Background: an optimization exercise with open tools, aiming at a short achievable clock period and few clock cycles. Do not read the settings as production practice. Function was checked by simulation only, so behaviour that the tests miss may differ from the original.

==> try-harbor: inputs <==
==> flow/design.v <==
package cpu_pkg;
    localparam logic [3:0] OP_NOP   = 4'd0;
    localparam logic [3:0] OP_MOVIR = 4'd1;
    localparam logic [3:0] OP_LOAD  = 4'd3;
    localparam logic [3:0] OP_STORE = 4'd4;
    localparam logic [3:0] OP_ADDRR = 4'd5;
    localparam logic [3:0] OP_ADDI  = 4'd6;
    localparam logic [3:0] OP_SUBRR = 4'd7;
    localparam logic [3:0] OP_SUBI  = 4'd8;
    localparam logic [3:0] OP_JZI   = 4'd9;
    localparam logic [3:0] OP_HALT  = 4'd15;
endpackage
module cpu_top (
    input  logic       clk,
    input  logic       reset,
    input  logic       load_we,
    input  logic [7:0] load_addr,
    input  logic [7:0] load_data,
    output logic       store_valid,
    output logic [7:0] store_addr,
    output logic [7:0] store_data,
    output logic       halted
);
    localparam int W  = 3;             
    localparam int FB = 2 * W;         
    localparam int NB = 8;             
    localparam int BB = 3;             
    localparam int RB = 8 - BB;        
    localparam int NR = 256 / NB;      
    logic       ld_we_q;
    logic [7:0] ld_addr_q;
    logic [7:0] ld_data_q;
    always_ff @(posedge clk) begin
        ld_we_q   <= load_we;
        ld_addr_q <= load_addr;
        ld_data_q <= load_data;
    end
    logic [W-1:0][15:0]    ir;       
    logic [7:0]            epc;      
    logic [W-1:0][7:0]     ea;       
    logic [W-1:0][7:0]     eb;       
    logic [7:0]            fpc;      
    logic [NB-1:0][RB-1:0] frow;     
    logic [7:0][7:0]       regs;
    logic                  zf;
    logic                  halt_q;
    logic                  st_valid_q;
    logic [7:0]            st_addr_q;
    logic [7:0]            st_data_q;
    logic [W-1:0][3:0] op;
    logic [W-1:0][2:0] rd, ra, rb;
    logic [W-1:0][7:0] k;
    logic [W-1:0]      rr, ri, alu, sub, st, ld, mi, jz, hl, wr;
    always_comb begin
        for (int s = 0; s < W; s++) begin
            op[s]  = ir[s][15:12];
            rd[s]  = ir[s][10:8];
            ra[s]  = ir[s][6:4];
            rb[s]  = ir[s][2:0];
            k[s]   = ir[s][7:0];
            rr[s]  = (op[s] == cpu_pkg::OP_ADDRR) || (op[s] == cpu_pkg::OP_SUBRR);
            ri[s]  = (op[s] == cpu_pkg::OP_ADDI) || (op[s] == cpu_pkg::OP_SUBI);
            alu[s] = rr[s] || ri[s];
            sub[s] = (op[s] == cpu_pkg::OP_SUBRR) || (op[s] == cpu_pkg::OP_SUBI);
            st[s]  = (op[s] == cpu_pkg::OP_STORE);
            ld[s]  = (op[s] == cpu_pkg::OP_LOAD);
            mi[s]  = (op[s] == cpu_pkg::OP_MOVIR);
            jz[s]  = (op[s] == cpu_pkg::OP_JZI);
            hl[s]  = (op[s] == cpu_pkg::OP_HALT);
            wr[s]  = rr[s] || ri[s] || ld[s] || mi[s];
        end
    end
    logic [W-1:0][7:0] rdv, rav, rbv, av, bv, bx, res;
    logic [W-1:0]      z;
    always_comb begin
        for (int s = 0; s < W; s++) begin
            rdv[s] = regs[rd[s]];
            rav[s] = regs[ra[s]];
            rbv[s] = regs[rb[s]];
            av[s]  = rr[s] ? rav[s] : rdv[s];
            bv[s]  = rr[s] ? rbv[s] : k[s];
            res[s] = sub[s] ? (av[s] - bv[s]) : (av[s] + bv[s]);
            bx[s]  = sub[s] ? ~bv[s] : bv[s];
            z[s]   = ((av[s] ^ bx[s]) == {av[s][6:0] | bx[s][6:0], sub[s]});
        end
    end
    logic [7:0] s_addr, s_data;
    logic [W-1:0] st_seen;           
    always_comb begin
        logic seen;
        seen   = 1'b0;
        s_addr = k[0];
        s_data = rdv[0];
        for (int s = 0; s < W; s++) begin
            st_seen[s] = seen;
            if (st[s] && !seen) begin
                s_addr = k[s];
                s_data = rdv[s];
            end
            seen = seen || st[s];
        end
    end
    function automatic logic [RB-1:0] row_inc(input logic [RB-1:0] r);
        row_inc = '0;
        for (int v = 0; v < NR; v++) if (r == RB'(v)) row_inc = RB'(v + 1);
    endfunction
    function automatic logic [RB-1:0] row_of(input logic [7:0] a, input int b);
        logic [NB-1:0] above;    
        above = '0;
        for (int v = 0; v < NB; v++) above[v] = (v > b);
        row_of = above[a[BB-1:0]] ? row_inc(a[7:BB]) : a[7:BB];
    endfunction
    logic [W-1:0][NB-1:0][RB-1:0] krow;
    always_comb begin
        for (int s = 0; s < W; s++)
            for (int b = 0; b < NB; b++)
                krow[s][b] = row_of(k[s], b);
    end
    logic [W-1:0] iss;               
    always_comb begin
        logic ok;
        logic alu_before;
        iss[0] = !halt_q;
        for (int s = 1; s < W; s++) begin
            ok = iss[s-1] && !hl[s-1];
            alu_before = 1'b0;
            for (int j = 0; j < s; j++) begin
                if (jz[j] && (zf || alu_before)) ok = 1'b0;
                if (wr[j] && ((rr[s] && ((ra[s] == rd[j]) || (rb[s] == rd[j])))
                           || ((ri[s] || st[s]) && (rd[s] == rd[j])))) ok = 1'b0;
                if (st[j] && st[s]) ok = 1'b0;
                if (st[j] && ((k[j] == ea[s]) || (k[j] == eb[s]))) ok = 1'b0;
                alu_before = alu_before || alu[j];
            end
            for (int j = 0; j < s; j++) begin
                if (st[j] && ld[s] && (k[j] == k[s])) ok = 1'b0;
                if (st[j] && jz[s] && ((k[j][7:BB] == k[s][7:BB])
                                    || (k[j][7:BB] == row_inc(k[s][7:BB])))) ok = 1'b0;
            end
            iss[s] = ok;
        end
    end
    logic [W-1:0] take;
    logic         any_take;
    always_comb begin
        logic zb;
        zb = zf;
        for (int s = 0; s < W; s++) begin
            take[s] = iss[s] && jz[s] && zb;
            if (alu[s]) zb = z[s];
        end
        any_take = |take;
    end
    logic s_en;
    always_comb begin
        s_en = 1'b0;
        for (int s = 0; s < W; s++) if (iss[s] && st[s]) s_en = 1'b1;
    end
    logic       sq_en;
    logic [7:0] sq_addr, sq_data;
    always_ff @(posedge clk or posedge reset) begin
        if (reset) sq_en <= 1'b0;
        else sq_en <= s_en;
    end
    always_ff @(posedge clk) begin
        sq_addr <= s_addr;
        sq_data <= s_data;
    end
    logic       w_en;
    logic [7:0] w_addr, w_data;
    assign w_en   = ld_we_q || sq_en;
    assign w_addr = ld_we_q ? ld_addr_q : sq_addr;
    assign w_data = ld_we_q ? ld_data_q : sq_data;
    logic [NB-1:0][7:0]        fbank;     
    logic [W-1:0][NB-1:0][7:0] kbank;     
    for (genvar b = 0; b < NB; b++) begin : g_bank
        logic [7:0] mem [NR];
        always_ff @(posedge clk) begin
            if (w_en && (w_addr[BB-1:0] == BB'(b))) mem[w_addr[7:BB]] <= w_data;
        end
        logic [7:0] rmem [NR];
        always_comb begin
            for (int r = 0; r < NR; r++)
                rmem[r] = (w_en && (w_addr == {RB'(r), BB'(b)})) ? w_data : mem[r];
        end
        always_comb begin
            fbank[b] = rmem[frow[b]];
            if (s_en && (s_addr == {frow[b], BB'(b)})) fbank[b] = s_data;
            for (int s = 0; s < W; s++) begin
                kbank[s][b] = rmem[krow[s][b]];
            end
        end
    end
    logic [FB-1:0][7:0]        fq;
    logic [W-1:0][FB-1:0][7:0] kq;
    always_comb begin
        for (int i = 0; i < FB; i++) begin
            fq[i] = fbank[BB'(fpc[BB-1:0] + BB'(i))];
            for (int s = 0; s < W; s++)
                kq[s][i] = kbank[s][BB'(k[s][BB-1:0] + BB'(i))];
        end
    end
    logic [W-1:0][15:0] irp;
    always_comb begin
        for (int s = 0; s < W; s++) begin
            irp[s][15:8] = (s_en && (s_addr == ea[s])) ? s_data : ir[s][15:8];
            irp[s][7:0]  = (s_en && (s_addr == eb[s])) ? s_data : ir[s][7:0];
        end
    end
    logic [W-1:0]          shift;    
    logic [W-1:0][15:0]    n_ir;
    logic [7:0]            n_epc, n_fpc;
    logic [W-1:0][7:0]     n_ea, n_eb;
    logic [NB-1:0][RB-1:0] n_row;
    always_comb begin
        for (int c = 1; c <= W; c++)
            shift[c-1] = !any_take && iss[c-1] && ((c == W) || !iss[c % W]);
        n_ir  = '0;
        n_epc = '0;
        n_ea  = '0;
        n_eb  = '0;
        n_fpc = '0;
        n_row = '0;
        for (int c = 1; c <= W; c++) begin
            for (int s = 0; s < W; s++) begin
                if (s + c < W) n_ir[s] = n_ir[s] | ({16{shift[c-1]}} & irp[s + c]);
                else n_ir[s] = n_ir[s] | ({16{shift[c-1]}}
                                           & {fq[2 * (s + c - W)], fq[2 * (s + c - W) + 1]});
                n_ea[s] = n_ea[s] | ({8{shift[c-1]}} & (ea[s] + 8'(2 * c)));
                n_eb[s] = n_eb[s] | ({8{shift[c-1]}} & (eb[s] + 8'(2 * c)));
            end
            n_epc = n_epc | ({8{shift[c-1]}} & (epc + 8'(2 * c)));
            n_fpc = n_fpc | ({8{shift[c-1]}} & (fpc + 8'(2 * c)));
            for (int b = 0; b < NB; b++)
                n_row[b] = n_row[b] | ({RB{shift[c-1]}} & row_of(fpc + 8'(2 * c), b));
        end
        for (int s = 0; s < W; s++) begin
            for (int i = 0; i < W; i++)
                n_ir[i] = n_ir[i] | ({16{take[s]}} & {kq[s][2 * i], kq[s][2 * i + 1]});
            for (int t = 0; t < W; t++) begin
                n_ea[t] = n_ea[t] | ({8{take[s]}} & (k[s] + 8'(2 * t)));
                n_eb[t] = n_eb[t] | ({8{take[s]}} & (k[s] + 8'(2 * t + 1)));
            end
            n_epc = n_epc | ({8{take[s]}} & k[s]);
            n_fpc = n_fpc | ({8{take[s]}} & (k[s] + 8'(FB)));
            for (int b = 0; b < NB; b++)
                n_row[b] = n_row[b] | ({RB{take[s]}} & row_of(k[s] + 8'(FB), b));
        end
    end
    logic [W-1:0] wr_iss;
    logic         halt_now;
    always_comb begin
        halt_now = 1'b0;
        for (int s = 0; s < W; s++) begin
            wr_iss[s] = iss[s] && wr[s];
            if (iss[s] && hl[s]) halt_now = 1'b1;
        end
    end
    always_ff @(posedge clk or posedge reset) begin
        if (reset) begin
            ir         <= '0;
            epc        <= 8'(-FB);
            for (int t = 0; t < W; t++) begin
                ea[t] <= 8'(2 * t - FB);
                eb[t] <= 8'(2 * t + 1 - FB);
            end
            fpc        <= 8'd0;
            frow       <= '0;
            regs       <= '0;
            zf         <= 1'b0;
            halt_q     <= 1'b0;
            st_valid_q <= 1'b0;
            st_addr_q  <= 8'd0;
            st_data_q  <= 8'd0;
        end else begin
            st_valid_q <= s_en;
            st_addr_q  <= s_addr;
            st_data_q  <= s_data;
            if (halt_now) halt_q <= 1'b1;
            if (!halt_q && !halt_now) begin
                ir   <= n_ir;
                epc  <= n_epc;
                ea   <= n_ea;
                eb   <= n_eb;
                fpc  <= n_fpc;
                frow <= n_row;
            end
            for (int s = 0; s < W; s++) begin
                if (iss[s] && alu[s]) zf <= z[s];
            end
            for (int r = 0; r < 8; r++) begin
                for (int s = 0; s < W; s++) begin
                    if (wr_iss[s] && (rd[s] == 3'(r)))
                        regs[r] <= alu[s] ? res[s] : (mi[s] ? k[s] : kq[s][0]);
                end
            end
        end
    end
    assign store_valid = st_valid_q;
    assign store_addr  = st_addr_q;
    assign store_data  = st_data_q;
    assign halted      = halt_q;
endmodule
==> flow/flow/run.sh <==
#!/bin/bash
# Standard ORFS layout, with the timing repair steps asked to leave a
# setup margin so the achieved period comes out well under the target.
set -euo pipefail
bash standard.sh synth > synth.log 2>&1
bash standard.sh SETUP_SLACK_MARGIN=7.5 finish > layout.log 2>&1
==> flow/standard.sh <==
#!/bin/bash
# synth_recipe.tcl (not shown) runs the flow's synth.tcl, then flattens the netlist and writes it again
# the make line also repeats each setting of config.mk as NAME=value (left out here)
make -C /OpenROAD-flow-scripts/flow DESIGN_CONFIG=/design/flow/config.mk WORK_HOME=/design/flow/orfs CLKGATE_MAP_FILE= SYNTH_SCRIPT=/design/flow/synth_recipe.tcl "${@:-finish}"
==> flow/config.mk <==
export PLATFORM = sky130hd
export DESIGN_NAME = cpu_top
export DESIGN_NICKNAME = cpu_top
export VERILOG_FILES = /design/flow/design.v
export SDC_FILE = /design/flow/constraint.sdc
export NUM_CORES = 4
export LEC_CHECK = 0
export CAP_MARGIN = 20
export CORE_MARGIN = 2
export CORE_UTILIZATION = 30
export SLEW_MARGIN = 20
==> flow/constraint.sdc <==
create_clock -name core_clock -period 12.0 [get_ports {clk}]
set_input_delay 2.4000 -clock core_clock [delete_from_list [all_inputs] [get_ports {clk}]]
set_output_delay 2.4000 -clock core_clock [all_outputs]
set_load 0.01 [all_outputs]
==> try-garnet: changes against try-harbor <==
==> flow/design.v, changed modules only <==
module cpu_top (
    input  logic       clk,
    input  logic       reset,
    input  logic       load_we,
    input  logic [7:0] load_addr,
    input  logic [7:0] load_data,
    output logic       store_valid,
    output logic [7:0] store_addr,
    output logic [7:0] store_data,
    output logic       halted
);
    localparam int W  = 3;             
    localparam int FB = 2 * W;         
    localparam int NB = 8;             
    localparam int BB = 3;             
    localparam int RB = 8 - BB;        
    localparam int NR = 256 / NB;      
    logic       ld_we_q;
    logic [7:0] ld_addr_q;
    logic [7:0] ld_data_q;
    always_ff @(posedge clk) begin
        ld_we_q   <= load_we;
        ld_addr_q <= load_addr;
        ld_data_q <= load_data;
    end
    logic [W-1:0][15:0]    ir;       
    logic [7:0]            epc;      
    logic [W-1:0][7:0]     ea;       
    logic [W-1:0][7:0]     eb;       
    logic [7:0]            fpc;      
    logic [NB-1:0][RB-1:0] frow;     
    logic [7:0][7:0]       regs;
    logic                  zf;
    logic                  halt_q;
    logic                  st_valid_q;
    logic [7:0]            st_addr_q;
    logic [7:0]            st_data_q;
    logic [W-1:0][3:0] op;
    logic [W-1:0][2:0] rd, ra, rb;
    logic [W-1:0][7:0] k;
    logic [W-1:0]      rr, ri, alu, sub, st, ld, mi, jz, hl, wr;
    always_comb begin
        for (int s = 0; s < W; s++) begin
            op[s]  = ir[s][15:12];
            rd[s]  = ir[s][10:8];
            ra[s]  = ir[s][6:4];
            rb[s]  = ir[s][2:0];
            k[s]   = ir[s][7:0];
            rr[s]  = (op[s] == cpu_pkg::OP_ADDRR) || (op[s] == cpu_pkg::OP_SUBRR);
            ri[s]  = (op[s] == cpu_pkg::OP_ADDI) || (op[s] == cpu_pkg::OP_SUBI);
            alu[s] = rr[s] || ri[s];
            sub[s] = (op[s] == cpu_pkg::OP_SUBRR) || (op[s] == cpu_pkg::OP_SUBI);
            st[s]  = (op[s] == cpu_pkg::OP_STORE);
            ld[s]  = (op[s] == cpu_pkg::OP_LOAD);
            mi[s]  = (op[s] == cpu_pkg::OP_MOVIR);
            jz[s]  = (op[s] == cpu_pkg::OP_JZI);
            hl[s]  = (op[s] == cpu_pkg::OP_HALT);
            wr[s]  = rr[s] || ri[s] || ld[s] || mi[s];
        end
    end
    logic [W-1:0][7:0] rdv, rav, rbv, av, bv, bx, res;
    logic [W-1:0]      z;
    always_comb begin
        for (int s = 0; s < W; s++) begin
            rdv[s] = regs[rd[s]];
            rav[s] = regs[ra[s]];
            rbv[s] = regs[rb[s]];
            av[s]  = rr[s] ? rav[s] : rdv[s];
            bv[s]  = rr[s] ? rbv[s] : k[s];
            res[s] = sub[s] ? (av[s] - bv[s]) : (av[s] + bv[s]);
            bx[s]  = sub[s] ? ~bv[s] : bv[s];
            z[s]   = ((av[s] ^ bx[s]) == {av[s][6:0] | bx[s][6:0], sub[s]});
        end
    end
    logic [7:0] s_addr, s_data;
    logic [W-1:0] st_seen;           
    always_comb begin
        logic seen;
        seen   = 1'b0;
        s_addr = k[0];
        s_data = rdv[0];
        for (int s = 0; s < W; s++) begin
            st_seen[s] = seen;
            if (st[s] && !seen) begin
                s_addr = k[s];
                s_data = rdv[s];
            end
            seen = seen || st[s];
        end
    end
    function automatic logic [RB-1:0] row_inc(input logic [RB-1:0] r);
        row_inc = '0;
        for (int v = 0; v < NR; v++) if (r == RB'(v)) row_inc = RB'(v + 1);
    endfunction
    function automatic logic [RB-1:0] row_of(input logic [7:0] a, input int b);
        logic [NB-1:0] above;    
        above = '0;
        for (int v = 0; v < NB; v++) above[v] = (v > b);
        row_of = above[a[BB-1:0]] ? row_inc(a[7:BB]) : a[7:BB];
    endfunction
    logic [W-1:0][NB-1:0][RB-1:0] krow;
    always_comb begin
        for (int s = 0; s < W; s++)
            for (int b = 0; b < NB; b++)
                krow[s][b] = row_of(k[s], b);
    end
    logic [W-1:0] k_hit;
    always_comb begin
        for (int s = 0; s < W; s++) begin
            k_hit[s] = 1'b0;
            for (int b = 0; b < NB; b++)
                if (s_addr == {krow[s][b], BB'(b)}) k_hit[s] = 1'b1;
        end
    end
    logic [W-1:0] iss;               
    always_comb begin
        logic ok;
        logic alu_before;
        iss[0] = !halt_q;
        for (int s = 1; s < W; s++) begin
            ok = iss[s-1] && !hl[s-1];
            alu_before = 1'b0;
            for (int j = 0; j < s; j++) begin
                if (jz[j] && (zf || alu_before)) ok = 1'b0;
                if (wr[j] && ((rr[s] && ((ra[s] == rd[j]) || (rb[s] == rd[j])))
                           || ((ri[s] || st[s]) && (rd[s] == rd[j])))) ok = 1'b0;
                if (st[j] && st[s]) ok = 1'b0;
                if (st[j] && ((k[j] == ea[s]) || (k[j] == eb[s]))) ok = 1'b0;
                alu_before = alu_before || alu[j];
            end
            if (st_seen[s] && (ld[s] || jz[s]) && k_hit[s]) ok = 1'b0;
            iss[s] = ok;
        end
    end
    logic [W-1:0] take;
    logic         any_take;
    always_comb begin
        logic zb;
        zb = zf;
        for (int s = 0; s < W; s++) begin
            take[s] = iss[s] && jz[s] && zb;
            if (alu[s]) zb = z[s];
        end
        any_take = |take;
    end
    logic s_en;
    always_comb begin
        s_en = 1'b0;
        for (int s = 0; s < W; s++) if (iss[s] && st[s]) s_en = 1'b1;
    end
    logic       w_en;
    logic [7:0] w_addr, w_data;
    assign w_en   = ld_we_q || s_en;
    assign w_addr = ld_we_q ? ld_addr_q : s_addr;
    assign w_data = ld_we_q ? ld_data_q : s_data;
    logic [NB-1:0][7:0]        fbank;     
    logic [W-1:0][NB-1:0][7:0] kbank;     
    for (genvar b = 0; b < NB; b++) begin : g_bank
        logic [7:0] mem [NR];
        always_ff @(posedge clk) begin
            if (w_en && (w_addr[BB-1:0] == BB'(b))) mem[w_addr[7:BB]] <= w_data;
        end
        always_comb begin
            fbank[b] = mem[frow[b]];
            if (w_en && (w_addr == {frow[b], BB'(b)})) fbank[b] = w_data;
            for (int s = 0; s < W; s++) begin
                kbank[s][b] = mem[krow[s][b]];
            end
        end
    end
    logic [FB-1:0][7:0]        fq;
    logic [W-1:0][FB-1:0][7:0] kq;
    always_comb begin
        for (int i = 0; i < FB; i++) begin
            fq[i] = fbank[BB'(fpc[BB-1:0] + BB'(i))];
            for (int s = 0; s < W; s++)
                kq[s][i] = kbank[s][BB'(k[s][BB-1:0] + BB'(i))];
        end
    end
    logic [W-1:0][15:0] irp;
    always_comb begin
        for (int s = 0; s < W; s++) begin
            irp[s][15:8] = (s_en && (s_addr == ea[s])) ? s_data : ir[s][15:8];
            irp[s][7:0]  = (s_en && (s_addr == eb[s])) ? s_data : ir[s][7:0];
        end
    end
    logic [W-1:0][15:0]    n_ir;
    logic [7:0]            n_epc, n_fpc;
    logic [W-1:0][7:0]     n_ea, n_eb;
    logic [NB-1:0][RB-1:0] n_row;
    always_comb begin
        int n;
        n = 0;
        for (int s = 0; s < W; s++) if (iss[s]) n = s + 1;
        n_ir  = ir;
        n_epc = epc;
        n_ea  = ea;
        n_eb  = eb;
        n_fpc = fpc;
        n_row = frow;
        for (int c = 1; c <= W; c++) begin
            if (n == c) begin
                for (int s = 0; s < W; s++) begin
                    if (s + c < W) n_ir[s] = irp[s + c];
                    else n_ir[s] = {fq[2 * (s + c - W)], fq[2 * (s + c - W) + 1]};
                end
                n_epc = epc + 8'(2 * c);
                for (int t = 0; t < W; t++) begin
                    n_ea[t] = epc + 8'(2 * c + 2 * t);
                    n_eb[t] = epc + 8'(2 * c + 2 * t + 1);
                end
                n_fpc = fpc + 8'(2 * c);
                for (int b = 0; b < NB; b++) n_row[b] = row_of(fpc + 8'(2 * c), b);
            end
        end
    end
    logic [W-1:0][W-1:0][15:0]    j_ir;
    logic [W-1:0][7:0]            j_fpc;
    logic [W-1:0][W-1:0][7:0]     j_ea, j_eb;
    logic [W-1:0][NB-1:0][RB-1:0] j_row;
    always_comb begin
        for (int s = 0; s < W; s++) begin
            for (int i = 0; i < W; i++) j_ir[s][i] = {kq[s][2 * i], kq[s][2 * i + 1]};
            j_fpc[s] = k[s] + 8'(FB);
            for (int t = 0; t < W; t++) begin
                j_ea[s][t] = k[s] + 8'(2 * t);
                j_eb[s][t] = k[s] + 8'(2 * t + 1);
            end
            for (int b = 0; b < NB; b++) j_row[s][b] = row_of(k[s] + 8'(FB), b);
        end
    end
    logic [W-1:0] wr_iss;
    logic         halt_now;
    always_comb begin
        halt_now = 1'b0;
        for (int s = 0; s < W; s++) begin
            wr_iss[s] = iss[s] && wr[s];
            if (iss[s] && hl[s]) halt_now = 1'b1;
        end
    end
    always_ff @(posedge clk or posedge reset) begin
        if (reset) begin
            ir         <= '0;
            epc        <= 8'(-FB);
            for (int t = 0; t < W; t++) begin
                ea[t] <= 8'(2 * t - FB);
                eb[t] <= 8'(2 * t + 1 - FB);
            end
            fpc        <= 8'd0;
            frow       <= '0;
            regs       <= '0;
            zf         <= 1'b0;
            halt_q     <= 1'b0;
            st_valid_q <= 1'b0;
            st_addr_q  <= 8'd0;
            st_data_q  <= 8'd0;
        end else begin
            st_valid_q <= s_en;
            st_addr_q  <= s_addr;
            st_data_q  <= s_data;
            if (halt_now) halt_q <= 1'b1;
            if (!halt_q && !halt_now) begin
                ir   <= n_ir;
                epc  <= n_epc;
                ea   <= n_ea;
                eb   <= n_eb;
                fpc  <= n_fpc;
                frow <= n_row;
                for (int s = 0; s < W; s++) begin
                    if (take[s]) begin
                        ir   <= j_ir[s];
                        epc  <= k[s];
                        ea   <= j_ea[s];
                        eb   <= j_eb[s];
                        fpc  <= j_fpc[s];
                        frow <= j_row[s];
                    end
                end
            end
            for (int s = 0; s < W; s++) begin
                if (iss[s] && alu[s]) zf <= z[s];
            end
            for (int r = 0; r < 8; r++) begin
                for (int s = 0; s < W; s++) begin
                    if (wr_iss[s] && (rd[s] == 3'(r)))
                        regs[r] <= alu[s] ? res[s] : (mi[s] ? k[s] : kq[s][0]);
                end
            end
        end
    end
    assign store_valid = st_valid_q;
    assign store_addr  = st_addr_q;
    assign store_data  = st_data_q;
    assign halted      = halt_q;
endmodule
==> summary.txt <==
number of clock buffers inserted by TritonCTS 276; number of global-route vias before repair 159k; run status no timing/DRC/antenna violations; GRT met1 Usage 40.8%; mux share of post-synthesis cell area 30.6%
the above is filed under try-garnet

==> summary.txt <==
number of global-route vias before repair 343k; first error in the log [ERROR GRT-0116] Global routing finished with congestion. Check the congestion regions in the DRC Viewer.; run status stopped before the end; number of clock buffers inserted by TritonCTS 333; mux share of post-synthesis cell area 4.67%; last stage reached global routing; GRT met1 Usage 87.4%
the above is filed under try-harbor

Testbench counts of try-harbor, summed over its fixed seeds: cycles 8,536.
Testbench counts of try-garnet, summed over its fixed seeds: cycles 8,552.

## re-timing with driven ports
No port has a modelled driver above. Below, the same layout with a new extraction and two added sets of constraints. Step 1 (the two cells are an assumption about what drives the block):
set clk [get_ports {clk}]
set_driving_cell -lib_cell sky130_fd_sc_hd__clkbuf_16 $clk
set_driving_cell -lib_cell sky130_fd_sc_hd__buf_2 [delete_from_list [all_inputs] $clk]
Step 2 moves the port delays by t, midway between the first and last clock arrival at a register: inputs arrive t later, outputs are due t later. That takes back most of the time a late clock gives input paths. Slacks: ideal / step 1 / step 2; pairs: ideal / step 1.
run: try-garnet
t (ns): 1.183
slack for setup (ns): 6.082 / 6.082 / 6.082
hold slack, ns: 0.509 / 0.509 / 0.509
After both steps setup and hold are still met in try-garnet. For try-garnet, drivers alone change the setup slack by 0.000 ns; drivers and shift together by 0.000 ns.
